What follows belongs to an exercise in optimizing a design on an open flow for small area and a short achievable clock period; a production flow would make more cautious choices.
Only simulation tests tie the RTL to the original design; equivalence was not proved.

==> flow/design.v, too long to show whole: its modules and the start of the top module <==
// module mul_pipe_unit: 1127 lines
module mul_pipe_unit #(
   parameter int WIDTH   = 32,
   parameter int LATENCY = 4
) (
   input  logic               clk,
   input  logic               rst,
   input  logic               start,
   input  logic               is_signed,
   input  logic [WIDTH-1:0]   a,
   input  logic [WIDTH-1:0]   b,
   input  logic               flush,
   output logic               busy,
   output logic               done,
   output logic [2*WIDTH-1:0] result,
   output logic [1:0]         dbg_state
);
  // ...
==> flow/flow/run.sh <==
#!/bin/bash
# Own layout flow: the standard flow, with these changes.
#  1. After the standard synthesis, flow/faflip.py re-chooses the polarity of each full-adder cell
#     (FA(~a,~b,~c) = ~FA(a,b,c)) so that most of the inverters Yosys's extract_fa leaves between
#     adders go away. Registers and all other cells are untouched.
#  2. Ports are buffered with sky130_fd_sc_hd__buf_1 instead of the flow's default pick.
#  3. Up to CTS, repair_timing aims 5.8 ns beyond the clock period on the worst path only (no TNS
#     repair); routing and the steps after it run with the standard margin.
# Each step's output goes to a log file of its own here; ORFS's own logs are under orfs/logs.
set -euo pipefail
R=orfs/results/sky130hd/mul_pipe_unit/base
PORTS="BUFFER_PORTS_ARGS=-buffer_cell sky130_fd_sc_hd__buf_1"
bash standard.sh synth > log_synth.txt 2>&1
python3 flow/faflip.py $R/1_2_yosys.v $R/1_2_yosys.faflip.v > log_faflip.txt 2>&1
cp $R/1_2_yosys.v $R/1_2_yosys.orig.v
mv $R/1_2_yosys.faflip.v $R/1_2_yosys.v
rm -f $R/1_synth.odb
touch $R/1_2_yosys.v
bash standard.sh "$PORTS" SETUP_SLACK_MARGIN=5.8 TNS_END_PERCENT=0 cts > log_cts.txt 2>&1
bash standard.sh "$PORTS" finish > log_finish.txt 2>&1
==> flow/flow/faflip.py <==
#!/usr/bin/env python3
"""Re-choose the polarity of full-adder cells in a Yosys netlist to drop inverters.

A full adder with all three inputs inverted gives both outputs inverted:
FA(~a,~b,~c) = (~sum, ~cout). Yosys's extract_fa often picks the inverted form, which leaves an
inv_1 between most pairs of adders. This pass looks through inv_1 cells, picks for each fa cell
whether to flip it so that the fewest inverters remain, and writes the netlist back with one
inverter per signal that some pin still needs in the other polarity. Flip-flops, ports and all
other cells are left as they are.

usage: faflip.py IN.v OUT.v
"""
import re
import sys

INV = "sky130_fd_sc_hd__inv_1"
FA_PREFIX = "sky130_fd_sc_hd__fa_"
OUT_PINS = {"X", "Y", "Q", "Q_N", "SUM", "COUT", "HI", "LO"}

src = open(sys.argv[1]).read()
m = re.search(r"^(module\s.*?;\n)(.*?)^endmodule", src, re.S | re.M)
head, body = m.group(1), m.group(2)
pre, post = src[: m.start()], src[m.end():]

# split body into declarations, cells and assigns
cell_re = re.compile(r"^\s*(sky130_fd_sc_hd__\w+)\s+(\S+)\s*\((.*?)\);\s*$", re.S | re.M)
decl_lines = []
cells = []
assigns = []
pos = 0
for cm in cell_re.finditer(body):
    chunk = body[pos:cm.start()]
    for ln in chunk.splitlines():
        if ln.strip().startswith("assign"):
            assigns.append(ln)
        elif ln.strip():
            decl_lines.append(ln)
    pins = [(p, s.strip()) for p, s in re.findall(r"\.(\w+)\(([^()]*)\)", cm.group(3))]
    cells.append([cm.group(1), cm.group(2), pins])
    pos = cm.end()
for ln in body[pos:].splitlines():
    if ln.strip().startswith("assign"):
        assigns.append(ln)
    elif ln.strip():
        decl_lines.append(ln)

ports = set()
for ln in head.split("(", 1)[1].split(")")[0].split(","):
    ports.add(ln.strip())


def base_name(net):
    n = net.strip()
    if n.startswith("\\"):
        n = n.split()[0]
    return re.sub(r"\[\d+\]$", "", n.lstrip("\\"))


assign_nets = set()
for a in assigns:
    for tok in re.findall(r"\\\S+|[A-Za-z_][\w$]*(?:\s*\[\d+\])?", a):
        assign_nets.add(base_name(tok))

fixed_net = lambda n: base_name(n) in ports or base_name(n) in assign_nets

# inverters we may absorb: inv_1 whose output is an internal net
inv_of = {}     # output net -> input net
inv_cells = set()
for i, (t, n, pins) in enumerate(cells):
    if t == INV:
        d = dict(pins)
        if not fixed_net(d["Y"]):
            inv_of[d["Y"]] = d["A"]
            inv_cells.add(i)


def resolve(net):
    """(base net, polarity) of a net, looking through absorbable inverters."""
    q = 0
    seen = 0
    while net in inv_of and seen < 8:
        net = inv_of[net]
        q ^= 1
        seen += 1
    return net, q


# drivers of base nets
driver = {}
for i, (t, n, pins) in enumerate(cells):
    if i in inv_cells:
        continue
    for p, s in pins:
        if p in OUT_PINS:
            driver[s] = (i, p)

fa_idx = [i for i, c in enumerate(cells) if c[0].startswith(FA_PREFIX)]
# an fa may flip only if none of its output nets is a port or used by an assign
can_flip = {}
for i in fa_idx:
    d = dict(cells[i][2])
    can_flip[i] = not any(fixed_net(d[p]) for p in ("SUM", "COUT") if p in d)

flip = {i: 0 for i in fa_idx}

# consumer pins: (cell index, pin, base, q0)
uses = {}
for i, (t, n, pins) in enumerate(cells):
    if i in inv_cells:
        continue
    for p, s in pins:
        if p in OUT_PINS:
            continue
        b, q = resolve(s)
        uses.setdefault(b, []).append((i, p, q))
# nets used by assigns or ports (outputs) need their own polarity
for b in list(inv_of.keys()):
    pass


def phys_pol(b):
    dv = driver.get(b)
    if dv and dv[0] in flip:
        return flip[dv[0]]
    return 0


def need(b):
    """(needs true copy, needs inverted copy) relative to the physical net of b."""
    pp = phys_pol(b)
    t = f = False
    for (i, p, q) in uses.get(b, []):
        want = q ^ (flip[i] if i in flip else 0)
        if want == pp:
            t = True
        else:
            f = True
    return t, f


def cost_of(b):
    t, f = need(b)
    return 1 if f else 0


def local_nets(i):
    d = dict(cells[i][2])
    nets = set()
    for p in ("A", "B", "CIN"):
        nets.add(resolve(d[p])[0])
    for p in ("SUM", "COUT"):
        if p in d:
            nets.add(d[p])
    return nets


total0 = sum(cost_of(b) for b in set(uses))
improved = True
rounds = 0
while improved and rounds < 20:
    improved = False
    rounds += 1
    for i in fa_idx:
        if not can_flip[i]:
            continue
        nets = local_nets(i)
        before = sum(cost_of(b) for b in nets)
        flip[i] ^= 1
        after = sum(cost_of(b) for b in nets)
        if after < before:
            improved = True
        else:
            flip[i] ^= 1
total1 = sum(cost_of(b) for b in set(uses))
sys.stderr.write(f"faflip: {len(inv_cells)} absorbable inverters, signals needing an inverter "
                 f"{total0} -> {total1}, flipped {sum(flip.values())} of {len(fa_idx)} adders\n")

# rebuild
new_decl = []
counter = [0]


def fresh(prefix):
    counter[0] += 1
    name = f"_faflip_{prefix}{counter[0]}_"
    new_decl.append(f"  wire {name};")
    return name


inv_net = {}   # base -> net carrying the complement of its physical net
phys_net = {}  # base -> physical net name (renamed when the driver flips)
for b in set(uses) | set(driver):
    phys_net[b] = b
for i in fa_idx:
    if flip[i]:
        d = dict(cells[i][2])
        for p in ("SUM", "COUT"):
            if p in d:
                phys_net[d[p]] = fresh("p")

new_cells = []
for b in sorted(set(uses)):
    t, f = need(b)
    if f:
        nm = fresh("n")
        inv_net[b] = nm
        new_cells.append((INV, f"_faflip_inv{counter[0]}_", [("A", phys_net[b]), ("Y", nm)]))

out_cells = []
for i, (t, n, pins) in enumerate(cells):
    if i in inv_cells:
        continue
    newpins = []
    for p, s in pins:
        if p in OUT_PINS:
            newpins.append((p, phys_net.get(s, s)))
            continue
        b, q = resolve(s)
        want = q ^ (flip[i] if i in flip else 0)
        if want == phys_pol(b):
            newpins.append((p, phys_net[b]))
        else:
            newpins.append((p, inv_net[b]))
    out_cells.append((t, n, newpins))
out_cells.extend(new_cells)

# a flipped adder's old output net may still be a consumer-free name: if some pin wanted the
# true value of a flipped signal it now reads the inverter, so the old name is simply unused.
lines = [head]
lines.extend(decl_lines)
lines.extend(new_decl)
for t, n, pins in out_cells:
    pl = ",\n".join(f"    .{p}({s}{' ' if s.startswith(chr(92)) else ''})" for p, s in pins)
    lines.append(f"  {t} {n} (\n{pl}\n  );")
lines.extend(assigns)
open(sys.argv[2], "w").write(pre + "\n".join(lines) + "\nendmodule" + post)
==> flow/standard.sh <==
#!/bin/bash
# synth_recipe.tcl (not shown) runs the flow's synth.tcl, then flattens the netlist and writes it again
# the make line also repeats each setting of config.mk as NAME=value (left out here)
make -C /OpenROAD-flow-scripts/flow DESIGN_CONFIG=/design/flow/config.mk WORK_HOME=/design/flow/orfs CLKGATE_MAP_FILE= SYNTH_SCRIPT=/design/flow/synth_recipe.tcl "${@:-finish}"
==> flow/config.mk <==
export PLATFORM = sky130hd
export DESIGN_NAME = mul_pipe_unit
export DESIGN_NICKNAME = mul_pipe_unit
export VERILOG_FILES = /design/flow/design.v
export SDC_FILE = /design/flow/constraint.sdc
export NUM_CORES = 4
export LEC_CHECK = 0
export CAP_MARGIN = 20
export CORE_MARGIN = 2
export CORE_UTILIZATION = 55
export SLEW_MARGIN = 20
==> flow/constraint.sdc <==
create_clock -name core_clock -period 11.0 [get_ports {clk}]
set_input_delay 2.2000 -clock core_clock [delete_from_list [all_inputs] [get_ports {clk}]]
set_output_delay 2.2000 -clock core_clock [all_outputs]
set_load 0.01 [all_outputs]
==> results.cfg, run 1 <==
[outcome]
status = no timing/DRC/antenna violations

[global_routing]
met2_usage_pct = 52.6
gr-usage-met1_pct = 44.1
grt_pass1_vias = 13027

[layout]
multi_input_area_mm2 = 0.0111
sh_seq_area_pct = 24.1
register_area_mm2 = 0.00426
fill_cells = 2620
fin_area_mm2 = 0.0177
nets = 2056
clock_cell_area_share_pct = 3.65
synthToLayoutAreaGrowth_pct = 8.66
top_regs = result_r x64, a_r x33, acc x33
multi_input_cells = 1240

[synth]
synth_area_mm2 = 0.0163
synthesis.nets = 2020
ys_warn_count = 1

[die]
start_util_pct = 55.4
nWellTaps = 390
fp.coreArea_mm2 = 0.0294

[clock_network]
cts_resized = 43
cts.clk_slew.worst_paths_ps = 100
cts_setup_buffers = 19
cts_root_buffer = clkbuf_16

[critical_path]
worstRegToRegCells = 17
crit_fanout = 12
cp_top_family = adder cells
startpoint = a_r[21]
arrival_ps = 5670
cp_data_required_time_ps = 11380

[sta]
max_freq_ghz = 0.189
clock_skew_ps = 21.6
drv_slew = 0
layout_setup_ws_ps = 5710

[drt]
wl_per_cell_um = 22.7
via_per_inst = 6.02
drt_first_pass_iters = 5

[min_path]
hold_path_end = result_r[28]
==> run 2: changes to the inputs <==
--- a/flow/design.v
+++ b/flow/design.v
@@ -23,16 +23,20 @@
    logic              bp;       
    logic [5:0]        sel_neg, sel_one, sel_two;    
    logic [5:0]        sel_negn, sel_onen, sel_twon;  
    logic [5:0]        nx_neg, nx_one, nx_two;       
    logic [12:0]       nb;       
    logic [32:0]       acc;      
    logic [44:0]       sum;
    logic [44:0]       rx, ry;
+   logic [2:0]        dn;       
+   logic [2:0]        dc;       
+   logic [2:0]        rc;       
+   logic [39:0]       rhi;      
    wire s1;
    wire c2;
    wire s3;
    wire c4;
    wire s5;
    wire c6;
    wire s7;
    wire c8;
@@ -419,16 +423,18 @@
    wire s389;
    wire c390;
    wire s391;
    wire c392;
    wire s393;
    wire c394;
    wire s395;
    wire c396;
+   wire s397;
+   wire c398;
    wire neg0 = sel_neg[0];
    wire one0 = sel_one[0];
    wire two0 = sel_two[0];
    wire negb0 = ~sel_negn[0];
    wire oneb0 = ~sel_onen[0];
    wire twob0 = ~sel_twon[0];
    wire [33:0] pp0;
    assign pp0[0] = ((one0 & a_r[0]) | (two0 & 1'b0)) ^ neg0;
@@ -677,20 +683,20 @@
    assign s5 = acc[10] ^ neg5 ^ pp0[10];
    assign c6 = (acc[10] & neg5) | (acc[10] & pp0[10]) | (neg5 & pp0[10]);
    assign s7 = pp1[8] ^ pp2[6];
    assign c8 = pp1[8] & pp2[6];
    assign s9 = acc[11] ^ pp0[11] ^ pp1[9];
    assign c10 = (acc[11] & pp0[11]) | (acc[11] & pp1[9]) | (pp0[11] & pp1[9]);
    assign s11 = pp2[7] ^ pp3[5];
    assign c12 = pp2[7] & pp3[5];
-   assign s13 = acc[12] ^ pp0[12] ^ pp1[10];
-   assign c14 = (acc[12] & pp0[12]) | (acc[12] & pp1[10]) | (pp0[12] & pp1[10]);
-   assign s15 = pp2[8] ^ pp3[6];
-   assign c16 = pp2[8] & pp3[6];
+   assign s13 = acc[12] ^ dc[1] ^ pp0[12];
+   assign c14 = (acc[12] & dc[1]) | (acc[12] & pp0[12]) | (dc[1] & pp0[12]);
+   assign s15 = pp1[10] ^ pp2[8] ^ pp3[6];
+   assign c16 = (pp1[10] & pp2[8]) | (pp1[10] & pp3[6]) | (pp2[8] & pp3[6]);
    assign s17 = acc[13] ^ pp0[13] ^ pp1[11];
    assign c18 = (acc[13] & pp0[13]) | (acc[13] & pp1[11]) | (pp0[13] & pp1[11]);
    assign s19 = pp2[9] ^ pp3[7];
    assign c20 = pp2[9] & pp3[7];
    assign s21 = acc[14] ^ pp0[14] ^ pp1[12];
    assign c22 = (acc[14] & pp0[14]) | (acc[14] & pp1[12]) | (pp0[14] & pp1[12]);
    assign s23 = pp2[10] ^ pp3[8];
    assign c24 = pp2[10] & pp3[8];
@@ -725,20 +731,20 @@
    assign s53 = acc[22] ^ pp0[22] ^ pp1[20];
    assign c54 = (acc[22] & pp0[22]) | (acc[22] & pp1[20]) | (pp0[22] & pp1[20]);
    assign s55 = pp2[18] ^ pp3[16];
    assign c56 = pp2[18] & pp3[16];
    assign s57 = acc[23] ^ pp0[23] ^ pp1[21];
    assign c58 = (acc[23] & pp0[23]) | (acc[23] & pp1[21]) | (pp0[23] & pp1[21]);
    assign s59 = pp2[19] ^ pp3[17];
    assign c60 = pp2[19] & pp3[17];
-   assign s61 = acc[24] ^ pp0[24] ^ pp1[22];
-   assign c62 = (acc[24] & pp0[24]) | (acc[24] & pp1[22]) | (pp0[24] & pp1[22]);
-   assign s63 = pp2[20] ^ pp3[18];
-   assign c64 = pp2[20] & pp3[18];
+   assign s61 = acc[24] ^ dc[2] ^ pp0[24];
+   assign c62 = (acc[24] & dc[2]) | (acc[24] & pp0[24]) | (dc[2] & pp0[24]);
+   assign s63 = pp1[22] ^ pp2[20] ^ pp3[18];
+   assign c64 = (pp1[22] & pp2[20]) | (pp1[22] & pp3[18]) | (pp2[20] & pp3[18]);
    assign s65 = acc[25] ^ pp0[25] ^ pp1[23];
    assign c66 = (acc[25] & pp0[25]) | (acc[25] & pp1[23]) | (pp0[25] & pp1[23]);
    assign s67 = pp2[21] ^ pp3[19];
    assign c68 = pp2[21] & pp3[19];
    assign s69 = acc[26] ^ pp0[26] ^ pp1[24];
    assign c70 = (acc[26] & pp0[26]) | (acc[26] & pp1[24]) | (pp0[26] & pp1[24]);
    assign s71 = pp2[22] ^ pp3[20];
    assign c72 = pp2[22] & pp3[20];
@@ -897,231 +903,241 @@
    assign s225 = 1'b1 ^ pp2[32] ^ pp3[30];
    assign c226 = (1'b1 & pp2[32]) | (1'b1 & pp3[30]) | (pp2[32] & pp3[30]);
    assign s227 = pp4[28] ^ pp5[26];
    assign c228 = pp4[28] & pp5[26];
    assign s229 = ~pp2[33] ^ pp3[31] ^ pp4[29];
    assign c230 = (~pp2[33] & pp3[31]) | (~pp2[33] & pp4[29]) | (pp3[31] & pp4[29]);
    assign s231 = 1'b1 ^ pp3[32];
    assign c232 = 1'b1 & pp3[32];
-   assign s233 = acc[2] ^ neg1;
-   assign c234 = acc[2] & neg1;
-   assign s235 = acc[3] ^ pp0[3];
-   assign c236 = acc[3] & pp0[3];
-   assign s237 = pp0[4] ^ pp1[2] ^ pp2[0];
-   assign c238 = (pp0[4] & pp1[2]) | (pp0[4] & pp2[0]) | (pp1[2] & pp2[0]);
-   assign s239 = pp1[3] ^ pp2[1] ^ c102;
-   assign c240 = (pp1[3] & pp2[1]) | (pp1[3] & c102) | (pp2[1] & c102);
-   assign s241 = pp3[0] ^ c104 ^ s105;
-   assign c242 = (pp3[0] & c104) | (pp3[0] & s105) | (c104 & s105);
-   assign s243 = c106 ^ c108 ^ s109;
-   assign c244 = (c106 & c108) | (c106 & s109) | (c108 & s109);
-   assign s245 = c110 ^ c112 ^ s113;
-   assign c246 = (c110 & c112) | (c110 & s113) | (c112 & s113);
-   assign s247 = c114 ^ s117 ^ c116;
-   assign c248 = (c114 & s117) | (c114 & c116) | (s117 & c116);
-   assign s249 = c118 ^ s121 ^ c120;
-   assign c250 = (c118 & s121) | (c118 & c120) | (s121 & c120);
-   assign s251 = c122 ^ c124 ^ s125;
-   assign c252 = (c122 & c124) | (c122 & s125) | (c124 & s125);
-   assign s253 = c126 ^ c128 ^ s129;
-   assign c254 = (c126 & c128) | (c126 & s129) | (c128 & s129);
-   assign s255 = c130 ^ c132 ^ s133;
-   assign c256 = (c130 & c132) | (c130 & s133) | (c132 & s133);
-   assign s257 = c134 ^ c136 ^ s137;
-   assign c258 = (c134 & c136) | (c134 & s137) | (c136 & s137);
-   assign s259 = c138 ^ c140 ^ s141;
-   assign c260 = (c138 & c140) | (c138 & s141) | (c140 & s141);
-   assign s261 = c142 ^ c144 ^ s145;
-   assign c262 = (c142 & c144) | (c142 & s145) | (c144 & s145);
-   assign s263 = c146 ^ c148 ^ s149;
-   assign c264 = (c146 & c148) | (c146 & s149) | (c148 & s149);
-   assign s265 = c150 ^ c152 ^ s153;
-   assign c266 = (c150 & c152) | (c150 & s153) | (c152 & s153);
-   assign s267 = c154 ^ c156 ^ s157;
-   assign c268 = (c154 & c156) | (c154 & s157) | (c156 & s157);
-   assign s269 = c158 ^ c160 ^ s161;
-   assign c270 = (c158 & c160) | (c158 & s161) | (c160 & s161);
-   assign s271 = c162 ^ c164 ^ s165;
-   assign c272 = (c162 & c164) | (c162 & s165) | (c164 & s165);
-   assign s273 = c166 ^ c168 ^ s169;
-   assign c274 = (c166 & c168) | (c166 & s169) | (c168 & s169);
-   assign s275 = c170 ^ c172 ^ s173;
-   assign c276 = (c170 & c172) | (c170 & s173) | (c172 & s173);
-   assign s277 = c174 ^ c176 ^ s177;
-   assign c278 = (c174 & c176) | (c174 & s177) | (c176 & s177);
-   assign s279 = c178 ^ c180 ^ s181;
-   assign c280 = (c178 & c180) | (c178 & s181) | (c180 & s181);
-   assign s281 = c182 ^ c184 ^ s185;
-   assign c282 = (c182 & c184) | (c182 & s185) | (c184 & s185);
-   assign s283 = c186 ^ c188 ^ s189;
-   assign c284 = (c186 & c188) | (c186 & s189) | (c188 & s189);
-   assign s285 = c190 ^ c192 ^ s193;
-   assign c286 = (c190 & c192) | (c190 & s193) | (c192 & s193);
-   assign s287 = c194 ^ c196 ^ s197;
-   assign c288 = (c194 & c196) | (c194 & s197) | (c196 & s197);
-   assign s289 = c198 ^ c200 ^ s201;
-   assign c290 = (c198 & c200) | (c198 & s201) | (c200 & s201);
-   assign s291 = c202 ^ c204 ^ s205;
-   assign c292 = (c202 & c204) | (c202 & s205) | (c204 & s205);
-   assign s293 = c206 ^ c208 ^ s209;
-   assign c294 = (c206 & c208) | (c206 & s209) | (c208 & s209);
-   assign s295 = s213 ^ c210 ^ c212;
-   assign c296 = (s213 & c210) | (s213 & c212) | (c210 & c212);
-   assign s297 = c214 ^ s217 ^ c216;
-   assign c298 = (c214 & s217) | (c214 & c216) | (s217 & c216);
-   assign s299 = c218 ^ s221 ^ c220;
-   assign c300 = (c218 & s221) | (c218 & c220) | (s221 & c220);
-   assign s301 = c222 ^ s225 ^ s227;
-   assign c302 = (c222 & s225) | (c222 & s227) | (s225 & s227);
-   assign s303 = pp5[27] ^ c226 ^ c228;
-   assign c304 = (pp5[27] & c226) | (pp5[27] & c228) | (c226 & c228);
-   assign s305 = pp4[30] ^ pp5[28] ^ c230;
-   assign c306 = (pp4[30] & pp5[28]) | (pp4[30] & c230) | (pp5[28] & c230);
-   assign s307 = ~pp3[33] ^ pp4[31] ^ pp5[29];
-   assign c308 = (~pp3[33] & pp4[31]) | (~pp3[33] & pp5[29]) | (pp4[31] & pp5[29]);
-   assign s309 = 1'b1 ^ pp4[32];
-   assign c310 = 1'b1 & pp4[32];
-   assign s311 = acc[0] ^ neg0;
-   assign c312 = acc[0] & neg0;
-   assign s313 = acc[1] ^ pp0[1];
-   assign c314 = acc[1] & pp0[1];
-   assign s315 = pp0[2] ^ pp1[0] ^ s233;
-   assign c316 = (pp0[2] & pp1[0]) | (pp0[2] & s233) | (pp1[0] & s233);
-   assign s317 = pp1[1] ^ c234 ^ s235;
-   assign c318 = (pp1[1] & c234) | (pp1[1] & s235) | (c234 & s235);
-   assign s319 = s101 ^ c236 ^ s237;
-   assign c320 = (s101 & c236) | (s101 & s237) | (c236 & s237);
-   assign s321 = c238 ^ s103 ^ s239;
-   assign c322 = (c238 & s103) | (c238 & s239) | (s103 & s239);
-   assign s323 = s107 ^ c240 ^ s241;
-   assign c324 = (s107 & c240) | (s107 & s241) | (c240 & s241);
-   assign s325 = s111 ^ c242 ^ s243;
-   assign c326 = (s111 & c242) | (s111 & s243) | (c242 & s243);
-   assign s327 = s115 ^ c244 ^ s245;
-   assign c328 = (s115 & c244) | (s115 & s245) | (c244 & s245);
-   assign s329 = c246 ^ s119 ^ s247;
-   assign c330 = (c246 & s119) | (c246 & s247) | (s119 & s247);
-   assign s331 = s123 ^ c248 ^ s249;
-   assign c332 = (s123 & c248) | (s123 & s249) | (c248 & s249);
-   assign s333 = s127 ^ c250 ^ s251;
-   assign c334 = (s127 & c250) | (s127 & s251) | (c250 & s251);
-   assign s335 = s131 ^ c252 ^ s253;
-   assign c336 = (s131 & c252) | (s131 & s253) | (c252 & s253);
-   assign s337 = s135 ^ c254 ^ s255;
-   assign c338 = (s135 & c254) | (s135 & s255) | (c254 & s255);
-   assign s339 = s139 ^ c256 ^ s257;
-   assign c340 = (s139 & c256) | (s139 & s257) | (c256 & s257);
-   assign s341 = s143 ^ c258 ^ s259;
-   assign c342 = (s143 & c258) | (s143 & s259) | (c258 & s259);
-   assign s343 = s147 ^ c260 ^ s261;
-   assign c344 = (s147 & c260) | (s147 & s261) | (c260 & s261);
-   assign s345 = s151 ^ c262 ^ s263;
-   assign c346 = (s151 & c262) | (s151 & s263) | (c262 & s263);
-   assign s347 = s155 ^ c264 ^ s265;
-   assign c348 = (s155 & c264) | (s155 & s265) | (c264 & s265);
-   assign s349 = s159 ^ c266 ^ s267;
-   assign c350 = (s159 & c266) | (s159 & s267) | (c266 & s267);
-   assign s351 = s163 ^ c268 ^ s269;
-   assign c352 = (s163 & c268) | (s163 & s269) | (c268 & s269);
-   assign s353 = s167 ^ c270 ^ s271;
-   assign c354 = (s167 & c270) | (s167 & s271) | (c270 & s271);
-   assign s355 = s171 ^ c272 ^ s273;
-   assign c356 = (s171 & c272) | (s171 & s273) | (c272 & s273);
-   assign s357 = s175 ^ c274 ^ s275;
-   assign c358 = (s175 & c274) | (s175 & s275) | (c274 & s275);
-   assign s359 = s179 ^ c276 ^ s277;
-   assign c360 = (s179 & c276) | (s179 & s277) | (c276 & s277);
-   assign s361 = s183 ^ c278 ^ s279;
-   assign c362 = (s183 & c278) | (s183 & s279) | (c278 & s279);
-   assign s363 = s187 ^ c280 ^ s281;
-   assign c364 = (s187 & c280) | (s187 & s281) | (c280 & s281);
-   assign s365 = s191 ^ c282 ^ s283;
-   assign c366 = (s191 & c282) | (s191 & s283) | (c282 & s283);
-   assign s367 = s195 ^ c284 ^ s285;
-   assign c368 = (s195 & c284) | (s195 & s285) | (c284 & s285);
-   assign s369 = s199 ^ c286 ^ s287;
-   assign c370 = (s199 & c286) | (s199 & s287) | (c286 & s287);
-   assign s371 = s203 ^ c288 ^ s289;
-   assign c372 = (s203 & c288) | (s203 & s289) | (c288 & s289);
-   assign s373 = s207 ^ c290 ^ s291;
-   assign c374 = (s207 & c290) | (s207 & s291) | (c290 & s291);
-   assign s375 = s211 ^ c292 ^ s293;
-   assign c376 = (s211 & c292) | (s211 & s293) | (c292 & s293);
-   assign s377 = s215 ^ c294 ^ s295;
-   assign c378 = (s215 & c294) | (s215 & s295) | (c294 & s295);
-   assign s379 = s219 ^ c296 ^ s297;
-   assign c380 = (s219 & c296) | (s219 & s297) | (c296 & s297);
-   assign s381 = s223 ^ c298 ^ s299;
-   assign c382 = (s223 & c298) | (s223 & s299) | (c298 & s299);
-   assign s383 = c224 ^ s301 ^ c300;
-   assign c384 = (c224 & s301) | (c224 & c300) | (s301 & c300);
-   assign s385 = s229 ^ c302 ^ s303;
-   assign c386 = (s229 & c302) | (s229 & s303) | (c302 & s303);
-   assign s387 = s231 ^ c304 ^ s305;
-   assign c388 = (s231 & c304) | (s231 & s305) | (c304 & s305);
-   assign s389 = c232 ^ s307 ^ c306;
-   assign c390 = (c232 & s307) | (c232 & c306) | (s307 & c306);
-   assign s391 = pp5[30] ^ c308 ^ s309;
-   assign c392 = (pp5[30] & c308) | (pp5[30] & s309) | (c308 & s309);
-   assign s393 = ~pp4[33] ^ pp5[31] ^ c310;
-   assign c394 = (~pp4[33] & pp5[31]) | (~pp4[33] & c310) | (pp5[31] & c310);
-   assign s395 = 1'b1 ^ pp5[32];
-   assign c396 = 1'b1 & pp5[32];
-   assign rx  = {1'b1, c396, c394, c392, c390, c388, c386, c384, c382, c380, c378, c376, c374, c372, c370, c368, c366, c364, c362, c360, c358, c356, c354, c352, c350, c348, c346, c344, c342, c340, c338, c336, c334, c332, c330, c328, c326, c324, c322, c320, c318, c316, c314, c312, s311};
-   assign ry  = {1'b0, ~pp5[33], s395, s393, s391, s389, s387, s385, s383, s381, s379, s377, s375, s373, s371, s369, s367, s365, s363, s361, s359, s357, s355, s353, s351, s349, s347, s345, s343, s341, s339, s337, s335, s333, s331, s329, s327, s325, s323, s321, s319, s317, s315, s313, pp0[0]};
-   assign sum = rx + ry;
+   assign s233 = acc[0] ^ dc[0];
+   assign c234 = acc[0] & dc[0];
+   assign s235 = acc[2] ^ neg1;
+   assign c236 = acc[2] & neg1;
+   assign s237 = acc[3] ^ pp0[3];
+   assign c238 = acc[3] & pp0[3];
+   assign s239 = pp0[4] ^ pp1[2] ^ pp2[0];
+   assign c240 = (pp0[4] & pp1[2]) | (pp0[4] & pp2[0]) | (pp1[2] & pp2[0]);
+   assign s241 = pp1[3] ^ pp2[1] ^ c102;
+   assign c242 = (pp1[3] & pp2[1]) | (pp1[3] & c102) | (pp2[1] & c102);
+   assign s243 = pp3[0] ^ c104 ^ s105;
+   assign c244 = (pp3[0] & c104) | (pp3[0] & s105) | (c104 & s105);
+   assign s245 = c106 ^ c108 ^ s109;
+   assign c246 = (c106 & c108) | (c106 & s109) | (c108 & s109);
+   assign s247 = c110 ^ c112 ^ s113;
+   assign c248 = (c110 & c112) | (c110 & s113) | (c112 & s113);
+   assign s249 = c114 ^ s117 ^ c116;
+   assign c250 = (c114 & s117) | (c114 & c116) | (s117 & c116);
+   assign s251 = c118 ^ s121 ^ c120;
+   assign c252 = (c118 & s121) | (c118 & c120) | (s121 & c120);
+   assign s253 = c122 ^ c124 ^ s125;
+   assign c254 = (c122 & c124) | (c122 & s125) | (c124 & s125);
+   assign s255 = c126 ^ c128 ^ s129;
+   assign c256 = (c126 & c128) | (c126 & s129) | (c128 & s129);
+   assign s257 = c130 ^ c132 ^ s133;
+   assign c258 = (c130 & c132) | (c130 & s133) | (c132 & s133);
+   assign s259 = c134 ^ c136 ^ s137;
+   assign c260 = (c134 & c136) | (c134 & s137) | (c136 & s137);
+   assign s261 = c138 ^ c140 ^ s141;
+   assign c262 = (c138 & c140) | (c138 & s141) | (c140 & s141);
+   assign s263 = c142 ^ c144 ^ s145;
+   assign c264 = (c142 & c144) | (c142 & s145) | (c144 & s145);
+   assign s265 = c146 ^ c148 ^ s149;
+   assign c266 = (c146 & c148) | (c146 & s149) | (c148 & s149);
+   assign s267 = c150 ^ c152 ^ s153;
+   assign c268 = (c150 & c152) | (c150 & s153) | (c152 & s153);
+   assign s269 = c154 ^ c156 ^ s157;
+   assign c270 = (c154 & c156) | (c154 & s157) | (c156 & s157);
+   assign s271 = c158 ^ c160 ^ s161;
+   assign c272 = (c158 & c160) | (c158 & s161) | (c160 & s161);
+   assign s273 = c162 ^ c164 ^ s165;
+   assign c274 = (c162 & c164) | (c162 & s165) | (c164 & s165);
+   assign s275 = c166 ^ c168 ^ s169;
+   assign c276 = (c166 & c168) | (c166 & s169) | (c168 & s169);
+   assign s277 = c170 ^ c172 ^ s173;
+   assign c278 = (c170 & c172) | (c170 & s173) | (c172 & s173);
+   assign s279 = c174 ^ c176 ^ s177;
+   assign c280 = (c174 & c176) | (c174 & s177) | (c176 & s177);
+   assign s281 = c178 ^ c180 ^ s181;
+   assign c282 = (c178 & c180) | (c178 & s181) | (c180 & s181);
+   assign s283 = c182 ^ c184 ^ s185;
+   assign c284 = (c182 & c184) | (c182 & s185) | (c184 & s185);
+   assign s285 = c186 ^ c188 ^ s189;
+   assign c286 = (c186 & c188) | (c186 & s189) | (c188 & s189);
+   assign s287 = c190 ^ c192 ^ s193;
+   assign c288 = (c190 & c192) | (c190 & s193) | (c192 & s193);
+   assign s289 = c194 ^ c196 ^ s197;
+   assign c290 = (c194 & c196) | (c194 & s197) | (c196 & s197);
+   assign s291 = c198 ^ c200 ^ s201;
+   assign c292 = (c198 & c200) | (c198 & s201) | (c200 & s201);
+   assign s293 = c202 ^ c204 ^ s205;
+   assign c294 = (c202 & c204) | (c202 & s205) | (c204 & s205);
+   assign s295 = c206 ^ c208 ^ s209;
+   assign c296 = (c206 & c208) | (c206 & s209) | (c208 & s209);
+   assign s297 = s213 ^ c210 ^ c212;
+   assign c298 = (s213 & c210) | (s213 & c212) | (c210 & c212);
+   assign s299 = c214 ^ s217 ^ c216;
+   assign c300 = (c214 & s217) | (c214 & c216) | (s217 & c216);
+   assign s301 = c218 ^ s221 ^ c220;
+   assign c302 = (c218 & s221) | (c218 & c220) | (s221 & c220);
+   assign s303 = c222 ^ s225 ^ s227;
+   assign c304 = (c222 & s225) | (c222 & s227) | (s225 & s227);
+   assign s305 = pp5[27] ^ c226 ^ c228;
+   assign c306 = (pp5[27] & c226) | (pp5[27] & c228) | (c226 & c228);
+   assign s307 = pp4[30] ^ pp5[28] ^ c230;
+   assign c308 = (pp4[30] & pp5[28]) | (pp4[30] & c230) | (pp5[28] & c230);
+   assign s309 = ~pp3[33] ^ pp4[31] ^ pp5[29];
+   assign c310 = (~pp3[33] & pp4[31]) | (~pp3[33] & pp5[29]) | (pp4[31] & pp5[29]);
+   assign s311 = 1'b1 ^ pp4[32];
+   assign c312 = 1'b1 & pp4[32];
+   assign s313 = neg0 ^ s233;
+   assign c314 = neg0 & s233;
+   assign s315 = acc[1] ^ c234 ^ pp0[1];
+   assign c316 = (acc[1] & c234) | (acc[1] & pp0[1]) | (c234 & pp0[1]);
+   assign s317 = pp0[2] ^ pp1[0] ^ s235;
+   assign c318 = (pp0[2] & pp1[0]) | (pp0[2] & s235) | (pp1[0] & s235);
+   assign s319 = pp1[1] ^ c236 ^ s237;
+   assign c320 = (pp1[1] & c236) | (pp1[1] & s237) | (c236 & s237);
+   assign s321 = s101 ^ c238 ^ s239;
+   assign c322 = (s101 & c238) | (s101 & s239) | (c238 & s239);
+   assign s323 = c240 ^ s103 ^ s241;
+   assign c324 = (c240 & s103) | (c240 & s241) | (s103 & s241);
+   assign s325 = s107 ^ c242 ^ s243;
+   assign c326 = (s107 & c242) | (s107 & s243) | (c242 & s243);
+   assign s327 = s111 ^ c244 ^ s245;
+   assign c328 = (s111 & c244) | (s111 & s245) | (c244 & s245);
+   assign s329 = s115 ^ c246 ^ s247;
+   assign c330 = (s115 & c246) | (s115 & s247) | (c246 & s247);
+   assign s331 = c248 ^ s119 ^ s249;
+   assign c332 = (c248 & s119) | (c248 & s249) | (s119 & s249);
+   assign s333 = s123 ^ c250 ^ s251;
+   assign c334 = (s123 & c250) | (s123 & s251) | (c250 & s251);
+   assign s335 = s127 ^ c252 ^ s253;
+   assign c336 = (s127 & c252) | (s127 & s253) | (c252 & s253);
+   assign s337 = s131 ^ c254 ^ s255;
+   assign c338 = (s131 & c254) | (s131 & s255) | (c254 & s255);
+   assign s339 = s135 ^ c256 ^ s257;
+   assign c340 = (s135 & c256) | (s135 & s257) | (c256 & s257);
+   assign s341 = s139 ^ c258 ^ s259;
+   assign c342 = (s139 & c258) | (s139 & s259) | (c258 & s259);
+   assign s343 = s143 ^ c260 ^ s261;
+   assign c344 = (s143 & c260) | (s143 & s261) | (c260 & s261);
+   assign s345 = s147 ^ c262 ^ s263;
+   assign c346 = (s147 & c262) | (s147 & s263) | (c262 & s263);
+   assign s347 = s151 ^ c264 ^ s265;
+   assign c348 = (s151 & c264) | (s151 & s265) | (c264 & s265);
+   assign s349 = s155 ^ c266 ^ s267;
+   assign c350 = (s155 & c266) | (s155 & s267) | (c266 & s267);
+   assign s351 = s159 ^ c268 ^ s269;
+   assign c352 = (s159 & c268) | (s159 & s269) | (c268 & s269);
+   assign s353 = s163 ^ c270 ^ s271;
+   assign c354 = (s163 & c270) | (s163 & s271) | (c270 & s271);
+   assign s355 = s167 ^ c272 ^ s273;
+   assign c356 = (s167 & c272) | (s167 & s273) | (c272 & s273);
+   assign s357 = s171 ^ c274 ^ s275;
+   assign c358 = (s171 & c274) | (s171 & s275) | (c274 & s275);
+   assign s359 = s175 ^ c276 ^ s277;
+   assign c360 = (s175 & c276) | (s175 & s277) | (c276 & s277);
+   assign s361 = s179 ^ c278 ^ s279;
+   assign c362 = (s179 & c278) | (s179 & s279) | (c278 & s279);
+   assign s363 = s183 ^ c280 ^ s281;
+   assign c364 = (s183 & c280) | (s183 & s281) | (c280 & s281);
+   assign s365 = s187 ^ c282 ^ s283;
+   assign c366 = (s187 & c282) | (s187 & s283) | (c282 & s283);
+   assign s367 = s191 ^ c284 ^ s285;
+   assign c368 = (s191 & c284) | (s191 & s285) | (c284 & s285);
+   assign s369 = s195 ^ c286 ^ s287;
+   assign c370 = (s195 & c286) | (s195 & s287) | (c286 & s287);
+   assign s371 = s199 ^ c288 ^ s289;
+   assign c372 = (s199 & c288) | (s199 & s289) | (c288 & s289);
+   assign s373 = s203 ^ c290 ^ s291;
+   assign c374 = (s203 & c290) | (s203 & s291) | (c290 & s291);
+   assign s375 = s207 ^ c292 ^ s293;
+   assign c376 = (s207 & c292) | (s207 & s293) | (c292 & s293);
+   assign s377 = s211 ^ c294 ^ s295;
+   assign c378 = (s211 & c294) | (s211 & s295) | (c294 & s295);
+   assign s379 = s215 ^ c296 ^ s297;
+   assign c380 = (s215 & c296) | (s215 & s297) | (c296 & s297);
+   assign s381 = s219 ^ c298 ^ s299;
+   assign c382 = (s219 & c298) | (s219 & s299) | (c298 & s299);
+   assign s383 = s223 ^ c300 ^ s301;
+   assign c384 = (s223 & c300) | (s223 & s301) | (c300 & s301);
+   assign s385 = c224 ^ s303 ^ c302;
+   assign c386 = (c224 & s303) | (c224 & c302) | (s303 & c302);
+   assign s387 = s229 ^ c304 ^ s305;
+   assign c388 = (s229 & c304) | (s229 & s305) | (c304 & s305);
+   assign s389 = s231 ^ c306 ^ s307;
+   assign c390 = (s231 & c306) | (s231 & s307) | (c306 & s307);
+   assign s391 = c232 ^ s309 ^ c308;
+   assign c392 = (c232 & s309) | (c232 & c308) | (s309 & c308);
+   assign s393 = pp5[30] ^ c310 ^ s311;
+   assign c394 = (pp5[30] & c310) | (pp5[30] & s311) | (c310 & s311);
+   assign s395 = ~pp4[33] ^ pp5[31] ^ c312;
+   assign c396 = (~pp4[33] & pp5[31]) | (~pp4[33] & c312) | (pp5[31] & c312);
+   assign s397 = 1'b1 ^ pp5[32];
+   assign c398 = 1'b1 & pp5[32];
+   assign rx  = {1'b1, c398, c396, c394, c392, c390, c388, c386, c384, c382, c380, c378, c376, c374, c372, c370, c368, c366, c364, c362, c360, c358, c356, c354, c352, c350, c348, c346, c344, c342, c340, c338, c336, c334, c332, c330, c328, c326, c324, c322, c320, c318, c316, c314, s313};
+   assign ry  = {1'b0, ~pp5[33], s397, s395, s393, s391, s389, s387, s385, s383, s381, s379, s377, s375, s373, s371, s369, s367, s365, s363, s361, s359, s357, s355, s353, s351, s349, s347, s345, s343, s341, s339, s337, s335, s333, s331, s329, s327, s325, s323, s321, s319, s317, s315, pp0[0]};
+   assign {dn[0], sum[11:0]} = {1'b0, rx[11:0]} + {1'b0, ry[11:0]};
+   assign {dn[1], sum[23:12]} = {1'b0, rx[23:12]} + {1'b0, ry[23:12]};
+   assign {dn[2], sum[35:24]} = {1'b0, rx[35:24]} + {1'b0, ry[35:24]};
+   assign sum[44:36] = rx[44:36] + ry[44:36];
    assign nb = busy_r ? {bl[11:0], bp} : {b[11:0], 1'b0};
    always_comb begin
       for (int i = 0; i < 6; i++) begin
          nx_neg[i] = nb[2*i+2];
          nx_one[i] = nb[2*i+1] ^ nb[2*i];
          nx_two[i] = (nb[2*i+2] & ~nb[2*i+1] & ~nb[2*i]) | (~nb[2*i+2] & nb[2*i+1] & nb[2*i]);
       end
    end
    always_ff @(posedge clk) begin
       if (!rst) begin
          busy_r   <= 1'b0;
          done_r   <= 1'b0;
          ph       <= 2'd0;
          result_r <= '0;
+         rc       <= '0;
       end else begin
          done_r <= 1'b0;
          if (!busy_r) begin
             if (start && !flush) begin
                busy_r <= 1'b1;
                ph     <= 2'd0;
             end
          end else if (flush) begin
             busy_r <= 1'b0;
          end else if (ph == 2'd2) begin
             busy_r   <= 1'b0;
             done_r   <= 1'b1;
             result_r <= {sum[39:0], bl};
+            rc       <= dn;
          end else begin
             ph <= ph + 2'd1;
          end
       end
    end
    always_ff @(posedge clk) begin
       if (!busy_r) begin
          a_r <= {is_signed & a[31], a};
          bl  <= {{4{is_signed & b[31]}}, b[31:12]};
          bp  <= b[11];
          acc <= '0;
+         dc  <= '0;
       end else begin
          a_r <= a_r;
          bl  <= {sum[11:0], bl[23:12]};
          bp  <= bl[11];
          acc <= sum[44:12];
+         dc  <= dn;
       end
       sel_neg <= nx_neg;
       sel_one <= nx_one;
       sel_two <= nx_two;
       sel_negn <= ~nx_neg;
       sel_onen <= ~nx_one;
       sel_twon <= ~nx_two;
    end
    assign busy      = busy_r;
    assign done      = done_r;
-   assign result    = result_r;
+   assign rhi       = result_r[63:24] + ((40'(rc[0]) << 12) | (40'(rc[1]) << 24) | (40'(rc[2]) << 36));
+   assign result    = {rhi, result_r[23:0]};
    assign dbg_state = {1'b0, busy_r};
 endmodule
==> flow/flow/run.sh (replaced) <==
#!/bin/bash
# Own layout flow: the standard flow, with these changes.
#  1. After the standard synthesis, flow/faflip.py re-chooses the polarity of each full-adder cell
#     (FA(~a,~b,~c) = ~FA(a,b,c)) so that most of the inverters Yosys's extract_fa leaves between
#     adders go away. Registers and all other cells are untouched.
#  2. Ports are buffered with sky130_fd_sc_hd__buf_1 instead of the flow's default pick.
#  3. Up to CTS, repair_timing aims 6.3 ns beyond the clock period on the worst path only (no TNS
#     repair); routing and the steps after it run with the standard margin.
# Each step's output goes to a log file of its own here; ORFS's own logs are under orfs/logs.
set -euo pipefail
R=orfs/results/sky130hd/mul_pipe_unit/base
PORTS="BUFFER_PORTS_ARGS=-buffer_cell sky130_fd_sc_hd__buf_1"
bash standard.sh synth > log_synth.txt 2>&1
python3 flow/faflip.py $R/1_2_yosys.v $R/1_2_yosys.faflip.v > log_faflip.txt 2>&1
cp $R/1_2_yosys.v $R/1_2_yosys.orig.v
mv $R/1_2_yosys.faflip.v $R/1_2_yosys.v
rm -f $R/1_synth.odb
touch $R/1_2_yosys.v
bash standard.sh "$PORTS" SETUP_SLACK_MARGIN=6.3 TNS_END_PERCENT=0 cts > log_cts.txt 2>&1
bash standard.sh "$PORTS" finish > log_finish.txt 2>&1
==> results.cfg, run 2 <==
[critical_path]
slowest_delay_ps = 560
critPathSlowestCell = dfxtp_2
cp_cell_sequence = a22oi_1, xor2_1, inv_1, fa_1, fa_1, fa_1, fa_1, ha_1, fa_1, a21oi_1, o21ai_0, o22ai_1, o21ai_0, a21oi_1, a21oi_1
crit_type = register to register
arrival_ps = 5080
rr_startpoint = sel_one[0]
crit_path_frequent_cell = fa_1
crit_fanout = 17
startpoint = sel_one[0]
end_kind = register
worstSetupStartpointType = register
cp_data_required_time_ps = 11300

[min_path]
min_path_type = register to register
holdCritStartpoint = bl[14]

[sta]
min_period_over_period_pct = 43.4
grt_setup_unrepaired = no
max_freq_ghz = 0.210
slew_headroom_pct = 40.0
hold_viol_final = 0
setup_viol = 0
drv_slew = 0
fin_setup_tns_ps = 0
layout_setup_ws_ps = 6230
timing.final.crit_period_ps = 4770
tightestPinTransition_ps = 898
clock_skew_ps = 14.9

[layout]
largest_reg_flops = 64
largest-register = result_r
final_cell_mix = fa_1 (166), xnor2_1 (163), dfxtp_1 (146)
nets = 2058
synthToLayoutAreaGrowth_pct = 6.23
n_antenna_cell = 0
final_common_cell = fa_1
top_regs = result_r x64, a_r x33, acc x33
drive_gt1_share_pct = 7.70

[drt]
wirelength_mm = 47.5
vias = 12575
wl_per_cell_um = 22.2
drt_first_pass_iters = 5
drc = 0
via_per_inst = 5.87
antenna_left = 0
drt_iter0_drc = 1005

[clock_network]
cts_root_buffer = clkbuf_16
cts_tree = done
cts_sinks = 200
ctsHoldBuffers = 0
cts_max_level = 4
cts.clk_slew.worst_paths_ps = 80
clockBufferDepth = 2
cts_inserted_buffers = 17
insertion_delay_ps = 460

[die]
die_area_mm2 = 0.0316
start_util_pct = 55.9
die_w_um = 178
num_io_pins = 137
fp.coreArea_mm2 = 0.0297
die_h_um = 178
row_count = 63

[synth]
syn_avg_cell_area_um2 = 9.58
synth_area_mm2 = 0.0166
ys_warn_count = 1
syn-instance-count = 1733
synthesis.nets = 2050

[place]
place_ws_ps = 5780
hpwl_mm = 34.7
io_buffers = 135
gp_congestion = 0.919

[run]
cap_viol_max_count = 0

[global_routing]
grt_pass1_wl_mm = 73.8
grt_pass1_vias = 12695
grt_start_max_net_pins = 75
grt_usage_pct = 31.4
grt-ovfl-total = 0
antenna_found_initial = 0

[outcome]
status = no timing/DRC/antenna violations
run 2: final cells by class:
class	instances	area [um2]
inverter	138	548
tap	390	488
multi-input combinational	1217	10900
sequential	200	4370
fill	2660	12100
clock buffer	19	453
timing repair buffer	167	748
clock inverter	13	114
run 2: path summary, 6_finish.rpt:
| check | endpoint | slack, ps | cells after the start |
|---|---|---|---|
| hold reg to reg | result_r[14] | 450 | 2 |
| setup reg to reg | rc[1] | 6230 | 15 |
| setup / recovery | rc[1] | 6230 | 15 |
| hold / removal | result_r[14] | 450 | 2 |
run 2: routing by layer:
| metal | track usage, % | vias to the layer above | routed length, um |
|---|---|---|---|
| li1 | - | 5830 | - |
| met1 | 39.0 | 6167 | 18800 |
| met2 | 52.7 | 460 | 23700 |
| met3 | 5.18 | 118 | 2500 |
| met4 | 15.5 | 0 | 2510 |
| met5 | 0 | - | 0 |
run 2: critical path: cells and delay by family (launching register included):
kind                     cells  cell delay [ps]
XOR/XNOR                     1              160
buffers and inverters        1               70
flip-flops                   1              560
AO/OA/AOI/OAI                7             1260
adder cells (fa/ha/maj)      6             2570
run 2: repair_timing:
| item | 4_1_cts | 5_1_grt |
|---|---|---|
| endpoints found under the hold margin | 0 | 0 |
| setup buffers | 15 | 0 |
| setup endpoints to repair | 38 | 0 |
| resized for setup | 35 | 0 |
run 2: metrics by stage:
stage | utilization [%] | cell area (um2) | hold slack [ps] | cells
after floorplan | - | 16600 | 428 | 1733
after global placement | 56.8 | 16900 | 437 | 2097
after detailed placement | 56.8 | 16900 | 445 | 2097
after CTS | 59.3 | 17600 | 456 | 2144
after global routing | 59.3 | 17600 | 478 | 2144
final | 59.3 | 17600 | 452 | 2144

## separate check: timing with driven ports
Ports are ideal in the flow. The routed layouts listed here were re-timed in OpenROAD.
Step 1: set_driving_cell puts a clkbuf_16 on clk and a buf_2 on each other input, an assumption about the parent block.
Step 2 times the ports against the registers' clock, not the clock port: input delays grow and output delays shrink by t, the midpoint of the rising clock arrivals with the driver on.
Three values: ideal ports, drivers, drivers and shift; two values: the first two.
run | t, ns | setup slack, ns | worst hold slack (ns)
run 1 | 0.511 | 5.709 / 5.709 / 5.709 | 0.467 / 0.467 / 0.467
run 2 | 0.508 | 6.227 / 6.227 / 6.227 | 0.452 / 0.452 / 0.452
After both steps setup and hold are still met in every run listed.
